Source: an optimization exercise on an open RTL-to-GDS flow (aim: small area). Production flows keep margins and buffers that such runs may drop.
Only simulation tests tie the RTL to the original design; equivalence was not proved.
No activity file was given, so power comes from the tool's default toggle rates.

--- design/flow/config.mk ---
export PLATFORM = sky130hd
export DESIGN_NAME = cpu_multicycle
export DESIGN_NICKNAME = cpu_multicycle
export VERILOG_FILES = /design/flow/design.v
export SDC_FILE = /design/flow/constraint.sdc
export NUM_CORES = 4
export LEC_CHECK = 0
export CAP_MARGIN = 20
export CORE_MARGIN = 2
export CORE_UTILIZATION = 40
export SLEW_MARGIN = 20
--- design/flow/constraint.sdc ---
create_clock -name core_clock -period 9.0 [get_ports {clock}]
set_input_delay 1.8000 -clock core_clock [delete_from_list [all_inputs] [get_ports {clock}]]
set_output_delay 1.8000 -clock core_clock [all_outputs]
set_load 0.01 [all_outputs]
--- design/flow/design.v ---
package cpu_mc_pkg;
   typedef enum logic [2:0] {
      ST_FETCH  = 3'd0,
      ST_DECODE = 3'd1,
      ST_EXEC   = 3'd2,
      ST_MEM    = 3'd3,
      ST_WB     = 3'd4,
      ST_TRAP   = 3'd5
   } state_t;
   localparam logic [5:0] OP_RTYPE = 6'h00;
   localparam logic [5:0] OP_J     = 6'h02;
   localparam logic [5:0] OP_JAL   = 6'h03;
   localparam logic [5:0] OP_BEQ   = 6'h04;
   localparam logic [5:0] OP_BNE   = 6'h05;
   localparam logic [5:0] OP_ADDI  = 6'h08;
   localparam logic [5:0] OP_ANDI  = 6'h0C;
   localparam logic [5:0] OP_ORI   = 6'h0D;
   localparam logic [5:0] OP_XORI  = 6'h0E;
   localparam logic [5:0] OP_LUI   = 6'h0F;
   localparam logic [5:0] OP_LW    = 6'h23;
   localparam logic [5:0] OP_SW    = 6'h2B;
   localparam logic [5:0] F_SLL = 6'h00;
   localparam logic [5:0] F_SRL = 6'h02;
   localparam logic [5:0] F_SRA = 6'h03;
   localparam logic [5:0] F_JR  = 6'h08;
   localparam logic [5:0] F_ADD = 6'h20;
   localparam logic [5:0] F_SUB = 6'h22;
   localparam logic [5:0] F_AND = 6'h24;
   localparam logic [5:0] F_OR  = 6'h25;
   localparam logic [5:0] F_XOR = 6'h26;
   typedef enum logic [3:0] {
      ALU_ADD, ALU_SUB, ALU_AND, ALU_OR, ALU_XOR,
      ALU_SLL, ALU_SRL, ALU_SRA, ALU_PASS_B
   } alu_ctrl_t;
   typedef enum logic [1:0] {IMM_SIGN, IMM_ZERO, IMM_LUI} imm_kind_t;
   typedef enum logic [2:0] {PC_HOLD, PC_INC, PC_JUMP, PC_JR, PC_BRANCH, PC_TRAP} pc_sel_t;
   typedef enum logic [1:0] {DEST_RT, DEST_RD, DEST_RA} dest_sel_t;
   typedef enum logic [1:0] {WB_ALU, WB_MDR, WB_PC} wb_sel_t;
   typedef struct packed {
      alu_ctrl_t alu_ctrl;
      logic      alu_src_imm;
      imm_kind_t imm_kind;
      logic      ir_load;
      logic      ab_load;
      logic      alu_out_load;
      logic      mdr_load;
      logic      rf_we;
      dest_sel_t dest_sel;
      wb_sel_t   wb_sel;
      pc_sel_t   pc_sel;
      logic      mem_write;
   } ctrl_t;
   function automatic logic inst_legal(input logic [5:0] op, input logic [5:0] funct);
      logic ok;
      case (op)
         cpu_mc_pkg::OP_RTYPE: begin
            case (funct)
               cpu_mc_pkg::F_ADD, cpu_mc_pkg::F_SUB, cpu_mc_pkg::F_AND, cpu_mc_pkg::F_OR, cpu_mc_pkg::F_XOR, cpu_mc_pkg::F_SLL, cpu_mc_pkg::F_SRL, cpu_mc_pkg::F_SRA, cpu_mc_pkg::F_JR: ok = 1'b1;
               default: ok = 1'b0;
            endcase
         end
         cpu_mc_pkg::OP_J, cpu_mc_pkg::OP_JAL, cpu_mc_pkg::OP_BEQ, cpu_mc_pkg::OP_BNE, cpu_mc_pkg::OP_ADDI, cpu_mc_pkg::OP_ANDI, cpu_mc_pkg::OP_ORI,
         cpu_mc_pkg::OP_XORI, cpu_mc_pkg::OP_LUI, cpu_mc_pkg::OP_LW, cpu_mc_pkg::OP_SW: ok = 1'b1;
         default: ok = 1'b0;
      endcase
      inst_legal = ok;
   endfunction
   function automatic logic [31:0] alu_calc(input cpu_mc_pkg::alu_ctrl_t ctrl, input logic [31:0] a,
                                            input logic [31:0] b, input logic [4:0] shamt);
      logic [31:0] y;
      case (ctrl)
         cpu_mc_pkg::ALU_ADD:    y = a + b;
         cpu_mc_pkg::ALU_SUB:    y = a - b;
         cpu_mc_pkg::ALU_AND:    y = a & b;
         cpu_mc_pkg::ALU_OR:     y = a | b;
         cpu_mc_pkg::ALU_XOR:    y = a ^ b;
         cpu_mc_pkg::ALU_SLL:    y = b << shamt;
         cpu_mc_pkg::ALU_SRL:    y = b >> shamt;
         cpu_mc_pkg::ALU_SRA:    y = $signed(b) >>> shamt;
         cpu_mc_pkg::ALU_PASS_B: y = b;
         default:    y = a + b;
      endcase
      alu_calc = y;
   endfunction
endpackage
module cpu_mc_control
(
   input  logic        clock,
   input  logic        reset,
   input  logic [31:0] ir,
   input  logic        mem_done,
   input  logic        ab_equal,
   output cpu_mc_pkg::state_t state,
   output cpu_mc_pkg::state_t next_state,
   output cpu_mc_pkg::ctrl_t ctrl
);
   logic [5:0] op_s;
   logic [5:0] funct_s;
   logic       is_rtype_s;
   cpu_mc_pkg::alu_ctrl_t  alu_ctrl_s;
   cpu_mc_pkg::imm_kind_t  imm_kind_s;
   assign op_s       = ir[31:26];
   assign funct_s    = ir[5:0];
   assign is_rtype_s = (op_s == cpu_mc_pkg::OP_RTYPE);
   always_ff @(posedge clock) begin
      if (reset) begin
         state <= cpu_mc_pkg::ST_FETCH;
      end else begin
         state <= next_state;
      end
   end
   always_comb begin
      alu_ctrl_s = cpu_mc_pkg::ALU_ADD;
      imm_kind_s = cpu_mc_pkg::IMM_SIGN;
      case (op_s)
         cpu_mc_pkg::OP_RTYPE: begin
            case (funct_s)
               cpu_mc_pkg::F_SUB:   alu_ctrl_s = cpu_mc_pkg::ALU_SUB;
               cpu_mc_pkg::F_AND:   alu_ctrl_s = cpu_mc_pkg::ALU_AND;
               cpu_mc_pkg::F_OR:    alu_ctrl_s = cpu_mc_pkg::ALU_OR;
               cpu_mc_pkg::F_XOR:   alu_ctrl_s = cpu_mc_pkg::ALU_XOR;
               cpu_mc_pkg::F_SLL:   alu_ctrl_s = cpu_mc_pkg::ALU_SLL;
               cpu_mc_pkg::F_SRL:   alu_ctrl_s = cpu_mc_pkg::ALU_SRL;
               cpu_mc_pkg::F_SRA:   alu_ctrl_s = cpu_mc_pkg::ALU_SRA;
               default: alu_ctrl_s = cpu_mc_pkg::ALU_ADD;
            endcase
         end
         cpu_mc_pkg::OP_ANDI: begin alu_ctrl_s = cpu_mc_pkg::ALU_AND;    imm_kind_s = cpu_mc_pkg::IMM_ZERO; end
         cpu_mc_pkg::OP_ORI:  begin alu_ctrl_s = cpu_mc_pkg::ALU_OR;     imm_kind_s = cpu_mc_pkg::IMM_ZERO; end
         cpu_mc_pkg::OP_XORI: begin alu_ctrl_s = cpu_mc_pkg::ALU_XOR;    imm_kind_s = cpu_mc_pkg::IMM_ZERO; end
         cpu_mc_pkg::OP_LUI:  begin alu_ctrl_s = cpu_mc_pkg::ALU_PASS_B; imm_kind_s = cpu_mc_pkg::IMM_LUI;  end
         cpu_mc_pkg::OP_BEQ, cpu_mc_pkg::OP_BNE: alu_ctrl_s = cpu_mc_pkg::ALU_SUB;
         default: alu_ctrl_s = cpu_mc_pkg::ALU_ADD;
      endcase
   end
   always_comb begin
      next_state     = state;
      ctrl           = '0;
      ctrl.alu_ctrl  = alu_ctrl_s;
      ctrl.imm_kind  = imm_kind_s;
      ctrl.mem_write = (op_s == cpu_mc_pkg::OP_SW);
      case (state)
         cpu_mc_pkg::ST_FETCH: begin
            if (mem_done) begin
               ctrl.ir_load = 1'b1;
               ctrl.pc_sel  = cpu_mc_pkg::PC_INC;
               next_state   = cpu_mc_pkg::ST_DECODE;
            end else begin
               ctrl.pc_sel  = cpu_mc_pkg::PC_HOLD;
            end
         end
         cpu_mc_pkg::ST_DECODE: begin
            ctrl.ab_load = 1'b1;
            if (!cpu_mc_pkg::inst_legal(op_s, funct_s)) begin
               next_state = cpu_mc_pkg::ST_TRAP;
            end else if (op_s == cpu_mc_pkg::OP_J) begin
               ctrl.pc_sel = cpu_mc_pkg::PC_JUMP;
               next_state  = cpu_mc_pkg::ST_FETCH;
            end else if (op_s == cpu_mc_pkg::OP_JAL) begin
               ctrl.rf_we    = 1'b1;
               ctrl.dest_sel = cpu_mc_pkg::DEST_RA;
               ctrl.wb_sel   = cpu_mc_pkg::WB_PC;
               ctrl.pc_sel   = cpu_mc_pkg::PC_JUMP;
               next_state    = cpu_mc_pkg::ST_FETCH;
            end else if (is_rtype_s && (funct_s == cpu_mc_pkg::F_JR)) begin
               ctrl.pc_sel = cpu_mc_pkg::PC_JR;
               next_state  = cpu_mc_pkg::ST_FETCH;
            end else begin
               next_state  = cpu_mc_pkg::ST_EXEC;
            end
         end
         cpu_mc_pkg::ST_EXEC: begin
            ctrl.alu_out_load = 1'b1;
            ctrl.alu_src_imm  = !is_rtype_s;
            if ((op_s == cpu_mc_pkg::OP_BEQ) || (op_s == cpu_mc_pkg::OP_BNE)) begin
               if (ab_equal ^ (op_s == cpu_mc_pkg::OP_BNE)) begin
                  ctrl.pc_sel = cpu_mc_pkg::PC_BRANCH;
               end else begin
                  ctrl.pc_sel = cpu_mc_pkg::PC_HOLD;
               end
               next_state = cpu_mc_pkg::ST_FETCH;
            end else if ((op_s == cpu_mc_pkg::OP_LW) || (op_s == cpu_mc_pkg::OP_SW)) begin
               next_state = cpu_mc_pkg::ST_MEM;
            end else begin
               next_state = cpu_mc_pkg::ST_WB;
            end
         end
         cpu_mc_pkg::ST_MEM: begin
            if (mem_done) begin
               if (op_s == cpu_mc_pkg::OP_SW) begin
                  next_state = cpu_mc_pkg::ST_FETCH;
               end else begin
                  ctrl.mdr_load = 1'b1;
                  next_state    = cpu_mc_pkg::ST_WB;
               end
            end else begin
               next_state = cpu_mc_pkg::ST_MEM;
            end
         end
         cpu_mc_pkg::ST_WB: begin
            ctrl.rf_we    = 1'b1;
            ctrl.dest_sel = is_rtype_s ? cpu_mc_pkg::DEST_RD : cpu_mc_pkg::DEST_RT;
            ctrl.wb_sel   = (op_s == cpu_mc_pkg::OP_LW) ? cpu_mc_pkg::WB_MDR : cpu_mc_pkg::WB_ALU;
            next_state    = cpu_mc_pkg::ST_FETCH;
         end
         cpu_mc_pkg::ST_TRAP: begin
            ctrl.pc_sel = cpu_mc_pkg::PC_TRAP;
            next_state  = cpu_mc_pkg::ST_FETCH;
         end
         default: next_state = cpu_mc_pkg::ST_FETCH;
      endcase
   end
endmodule
module cpu_multicycle
#(
   parameter logic [31:0] RESET_PC    = 32'h0000_0000,
   parameter int          PC_STEP     = 4,
   parameter logic [31:0] TRAP_VECTOR = 32'h0000_0080
) (
   input  logic        clock,
   input  logic        reset,
   output logic        mem_req,
   output logic        mem_we,
   output logic [31:0] mem_addr,
   output logic [31:0] mem_wdata,
   input  logic [31:0] mem_rdata,
   input  logic        mem_ready,
   output logic [31:0] pc,
   output logic [2:0]  state,
   output logic        trap
);
   localparam logic [31:0] PC_STEP_W = 32'(PC_STEP);
   logic [31:0] ir_r, a_r, b_r, alu_out_r, mdr_r;
   logic [31:0] rf_r [32];
   cpu_mc_pkg::state_t      state_s, next_state_s;
   cpu_mc_pkg::ctrl_t       ctrl_s;
   logic        mem_done_s;
   logic [4:0]  rs_s, rt_s, dest_s;
   logic [31:0] rs_val_s, rt_val_s, imm_sext_s, imm_ext_s, alu_b_s, alu_res_s;
   logic [31:0] pc_next_s, wb_data_s;
   assign mem_done_s = mem_req & mem_ready;
   assign rs_s       = ir_r[25:21];
   assign rt_s       = ir_r[20:16];
   assign rs_val_s   = (rs_s == 5'd0) ? 32'h0 : rf_r[rs_s];
   assign rt_val_s   = (rt_s == 5'd0) ? 32'h0 : rf_r[rt_s];
   assign imm_sext_s = {{16{ir_r[15]}}, ir_r[15:0]};
   assign alu_b_s    = ctrl_s.alu_src_imm ? imm_ext_s : b_r;
   assign alu_res_s  = cpu_mc_pkg::alu_calc(ctrl_s.alu_ctrl, a_r, alu_b_s, ir_r[10:6]);
   assign state      = state_s;
   cpu_mc_control u_control (
      .clock      (clock),
      .reset      (reset),
      .ir         (ir_r),
      .mem_done   (mem_done_s),
      .ab_equal   (a_r == b_r),
      .state      (state_s),
      .next_state (next_state_s),
      .ctrl       (ctrl_s)
   );
   always_comb begin
      imm_ext_s = imm_sext_s;
      case (ctrl_s.imm_kind)
         cpu_mc_pkg::IMM_SIGN: imm_ext_s = imm_sext_s;
         cpu_mc_pkg::IMM_ZERO: imm_ext_s = {16'h0000, ir_r[15:0]};
         cpu_mc_pkg::IMM_LUI:  imm_ext_s = {ir_r[15:0], 16'h0000};
         default:  imm_ext_s = imm_sext_s;
      endcase
   end
   always_comb begin
      pc_next_s = pc;
      case (ctrl_s.pc_sel)
         cpu_mc_pkg::PC_HOLD:   pc_next_s = pc;
         cpu_mc_pkg::PC_INC:    pc_next_s = pc + PC_STEP_W;
         cpu_mc_pkg::PC_JUMP:   pc_next_s = {pc[31:28], ir_r[25:0], 2'b00};
         cpu_mc_pkg::PC_JR:     pc_next_s = rs_val_s;
         cpu_mc_pkg::PC_BRANCH: pc_next_s = pc + (imm_sext_s * PC_STEP_W);
         cpu_mc_pkg::PC_TRAP:   pc_next_s = TRAP_VECTOR;
         default:   pc_next_s = pc;
      endcase
   end
   always_comb begin
      dest_s    = rt_s;
      wb_data_s = alu_out_r;
      case (ctrl_s.dest_sel)
         cpu_mc_pkg::DEST_RT: dest_s = rt_s;
         cpu_mc_pkg::DEST_RD: dest_s = ir_r[15:11];
         cpu_mc_pkg::DEST_RA: dest_s = 5'd31;
         default: dest_s = rt_s;
      endcase
      case (ctrl_s.wb_sel)
         cpu_mc_pkg::WB_ALU:  wb_data_s = alu_out_r;
         cpu_mc_pkg::WB_MDR:  wb_data_s = mdr_r;
         cpu_mc_pkg::WB_PC:   wb_data_s = pc;
         default: wb_data_s = alu_out_r;
      endcase
   end
   always_ff @(posedge clock) begin
      if (reset) begin
         ir_r      <= 32'h0;
         a_r       <= 32'h0;
         b_r       <= 32'h0;
         alu_out_r <= 32'h0;
         mdr_r     <= 32'h0;
         pc        <= RESET_PC;
         for (int i = 0; i < 32; i++) begin
            rf_r[i] <= 32'h0;
         end
      end else begin
         if (ctrl_s.ir_load)      ir_r      <= mem_rdata;
         if (ctrl_s.ab_load)      a_r       <= rs_val_s;
         if (ctrl_s.ab_load)      b_r       <= rt_val_s;
         if (ctrl_s.alu_out_load) alu_out_r <= alu_res_s;
         if (ctrl_s.mdr_load)     mdr_r     <= mem_rdata;
         pc <= pc_next_s;
         if (ctrl_s.rf_we && (dest_s != 5'd0)) begin
            rf_r[dest_s] <= wb_data_s;
         end
      end
   end
   always_ff @(posedge clock) begin
      if (reset) begin
         mem_req   <= 1'b0;
         mem_we    <= 1'b0;
         mem_addr  <= 32'h0;
         mem_wdata <= 32'h0;
         trap      <= 1'b0;
      end else begin
         trap <= (next_state_s == cpu_mc_pkg::ST_TRAP);
         if (next_state_s == cpu_mc_pkg::ST_FETCH) begin
            mem_req  <= 1'b1;
            mem_we   <= 1'b0;
            mem_addr <= pc_next_s;
         end else if (next_state_s == cpu_mc_pkg::ST_MEM) begin
            mem_req   <= 1'b1;
            mem_we    <= ctrl_s.mem_write;
            mem_addr  <= (state_s == cpu_mc_pkg::ST_EXEC) ? alu_res_s : alu_out_r;
            mem_wdata <= b_r;
         end else begin
            mem_req <= 1'b0;
            mem_we  <= 1'b0;
         end
      end
   end
endmodule
--- design/flow/run.sh ---
#!/bin/bash
# synth_recipe.tcl (not shown) runs the flow's synth.tcl, then flattens the netlist and writes it again
# the make line also repeats each setting of config.mk as NAME=value (left out here)
make -C /OpenROAD-flow-scripts/flow DESIGN_CONFIG=/design/flow/config.mk WORK_HOME=/design/flow/orfs CLKGATE_MAP_FILE= SYNTH_SCRIPT=/design/flow/synth_recipe.tcl finish
==> results.json <==
{
  "outcome": "timing/DRC/antenna clean",
  "synth_area_mm2": 0.07422,
  "antenna_found_initial": 7,
  "muxShareOfSynthArea": 0.2317,
  "cts-root-buf": "clkbuf_16",
  "synth_cell_type_count": 96,
  "slowest_stage": "a2111oi_0",
  "die_w_um": 434.8,
  "grt_pass1_wl_um": 452500,
  "path_buf_inv": 2,
  "gr-total-overflow": 0,
  "synth_top_family_by_area": "multiplexers",
  "synth-main-ff-cell": "edfxtp_1",
  "cts_sinks": 1296,
  "clk_pin_slew_ps": 70,
  "min_path_type": "reg2reg",
  "nFillCells": 16770,
  "cts_buffer_depth": 3,
  "worstPathRequired_ps": 9680,
  "seq_area_frac_synth": 0.4876,
  "fmax_mhz": 121.1,
  "fin_area_mm2": 0.08368,
  "synthXorXnorAreaFrac": 0.01251,
  "rsz0062_at_grt": "no",
  "core_area_mm2": 0.1848,
  "syn_inst": 6254,
  "syn_to_final_growth_pct": 12.74,
  "p_total_mw": 18.02,
  "syn_area_per_cell_um2": 11.87,
  "dieArea_mm2": 0.1890,
  "cts_resized": 0,
  "yosysWarningCount": 2,
  "post_cts_buffers": 0,
  "synthAdderAreaFrac": 0.02262,
  "maxSlewViolCount": 0,
  "ant_nets": 0,
  "tightest_slew_ps": 1280,
  "peakVddDrop_mv": 0.1888,
  "grt_pass1_vias": 56880,
  "synth_compound_area_frac": 0.09066,
  "wl_um": 329600,
  "final_cell_mix": "1344 x nor2_1, 1024 x edfxtp_1, 688 x mux4_2, 423 x nand2_1, 305 x a21oi_1",
  "clock_skew_ps": 75.70,
  "maxCapViolations": 0,
  "hpwlAfterDp_um": 217100,
  "place_area_mm2": 0.07883,
  "htreeDepth": 4,
  "grt_max_degree": 102,
  "layout_commonest_cell": "nor2_1",
  "finalHoldViolCount": 0,
  "crit_type": "reg2reg",
  "die_h_um": 434.8,
  "max_stage_delay_ps": 730,
  "final_util": 0.4527,
  "io_pins": 137,
  "gp_congestion": 1.046,
  "setup_viol": 0,
  "grt_usage": 0.3410,
  "insertion_delay_ps": 850,
  "port_buffers": 136,
  "vias": 58650,
  "cp.arrival_ps": 8940,
  "slew_headroom": 0.1432,
  "cts_tree": "yes",
  "drive_gt1_frac": 0.2102,
  "path_max_fanout": 15,
  "fin_crit_ps": 8258,
  "num_rows": 158,
  "min_period_over_period": 0.9175,
  "routed_via_density": 6.649,
  "ctsHoldBuffers": 0,
  "fin_nets": 6380,
  "synth_edf_count": 1024,
  "first_pass_iters": 7,
  "hold_ws_ps": 452.2,
  "drt-initial-drc-count": 9651,
  "power.density_mw_per_mm2": 215.3,
  "synth-async-reset-ratio": 0,
  "p_leak_nw": 27.39,
  "route.detailed.drc": 0,
  "ys_ff_latch": 1296,
  "end_kind": "flop",
  "synth-simple-area-share": 0.1177,
  "start_util": 0.4016,
  "start_kind": "flop",
  "wl_per_cell_um": 37.36,
  "critPathTopFamily": "simple AND/OR/NAND/NOR gates",
  "fin_tns_setup_ps": 0,
  "cts_buffers": 150
}
[cell families (layout without fill, tap and decap cells)]
| group | after synthesis | after routing |
|---|---|---|
| adder cells (fa/ha/maj) | 133 | 133 |
| multiplexers | 854 | 854 |
| flip-flops | 1296 | 1296 |
| other | 1 | 36 |
| AO/OA/AOI/OAI | 1030 | 1030 |
| XOR/XNOR | 106 | 106 |
| buffers and inverters | 704 | 756 |
| AND/OR/NAND/NOR | 2130 | 2130 |
[where the power goes]
part           switching [mW]  internal (mW)  total [mW]
registers               0.269           6.68        6.95
clock network            2.70           3.39        6.09
logic                    3.27           1.72        4.98
total                    6.24           11.8        18.0
[flip-flops by register name, indices dropped and copies added (netlist names), named ones only]
signal,flops
mem_wdata,32
mem_addr,32
trap,1
rf_r,1024
u_control.state,3
pc,32
mem_req,1
a_r,32
ir_r,32
mdr_r,32
b_r,32
alu_out_r,32
mem_we,1
[cells in the mapped netlist, types with 37 or more instances]
library cell  number  area [um2]
and2_1            46       287.8
ha_1             131        1639
edfxtp_1        1024       30750
nand2_1          484        1817
xnor2_1           60       525.5
a22oi_1           85       638.1
o21ai_0          169       845.8
xor2_1            46       402.9
a21oi_1          339        1697
a21o_1            37       277.8
nor3_1            59       295.3
clkbuf_1         465        1745
mux2i_1          133        1331
inv_1            100       375.4
nand3_1           40       200.2
mux4_2           688       15490
dfxtp_1          272        5445
nor2_1          1346        5052
buf_1             93       349.1
[metrics by stage]
stage                     setup slack [ps]  instances
final                                742.3       8821
after global routing                 275.5       8818
after CTS                            922.0       8817
after detailed placement              1004       8540
after global placement                1085       8538
after floorplan                       2297       6285
[per-layer routing]
layer,vias up,GRT usage,part of all wire
met5,-,0,0.00011
met1,29720,0.4242,0.35
li1,23470,-,-
met2,4416,0.5228,0.45
met4,6,0.2212,0.078
met3,1037,0.09461,0.12
[cell type report]
cell class	count	area, um2	area share
Timing Repair Buffer	377	3333	0.03983
Tap cell	2480	3103	0.03708
Inverter	102	382.9	0.004575
Antenna cell	4	10.01	0.0001196
Multi-Input combinational cell	4285	35810	0.4279
Sequential cell	1296	36230	0.4330
Clock inverter	67	676.9	0.008089
Clock buffer	210	4133	0.04939
[worst reg2reg max path: cells and delay by family, from the launching register on]
| family | cells | cell delay (ps) |
|---|---|---|
| compound gates | 10 | 2330 |
| xor+xnor | 2 | 390 |
| fa+ha+maj | 3 | 1020 |
| buf+inv | 2 | 410 |
| flops | 1 | 630 |
| simple gates | 10 | 3330 |
[final timing paths]
path,startpoint,endpoint,slack (ps),depth (start not counted)
min,mem_wdata[27]$_SDFFE_PP0P_,mem_wdata[27]$_SDFFE_PP0P_,450,2
max reg2reg,ir_r[29]$_SDFFE_PP0P_,mem_addr[28]$_SDFFE_PP0P_,740,27
min reg2reg,mem_wdata[27]$_SDFFE_PP0P_,mem_wdata[27]$_SDFFE_PP0P_,450,2
max,ir_r[29]$_SDFFE_PP0P_,mem_addr[28]$_SDFFE_PP0P_,740,27

==> port drivers added, routing unchanged <==
In the flow no input, the clock included, has a driving cell. The finished layout below was timed again as built, in two steps. Step 1 sets driving cells, clkbuf_16 on the clock port and buf_2 on the other inputs (assumed; they add their load-dependent delay and slew). Step 2 adds t to the input delays and takes it off the output delays; t is the mean of the earliest and latest rising clock arrival at the registers after step 1. Input paths then give back, and output paths get back, about the clock's delay inside the block. a / b / c = no drivers / after step 1 / after step 2; a / b = the first two.
t (ns): 0.903
slack for setup (ns): 0.742 / 0.742 / 0.742
hold slack, ns: 0.452 / 0.452 / 0.452
clock arrival spread, ns: 0.077 / 0.077
After both steps setup and hold are still met in this run. The setup slack of this run moves by 0.000 ns with the drivers and by 0.000 ns with both steps.
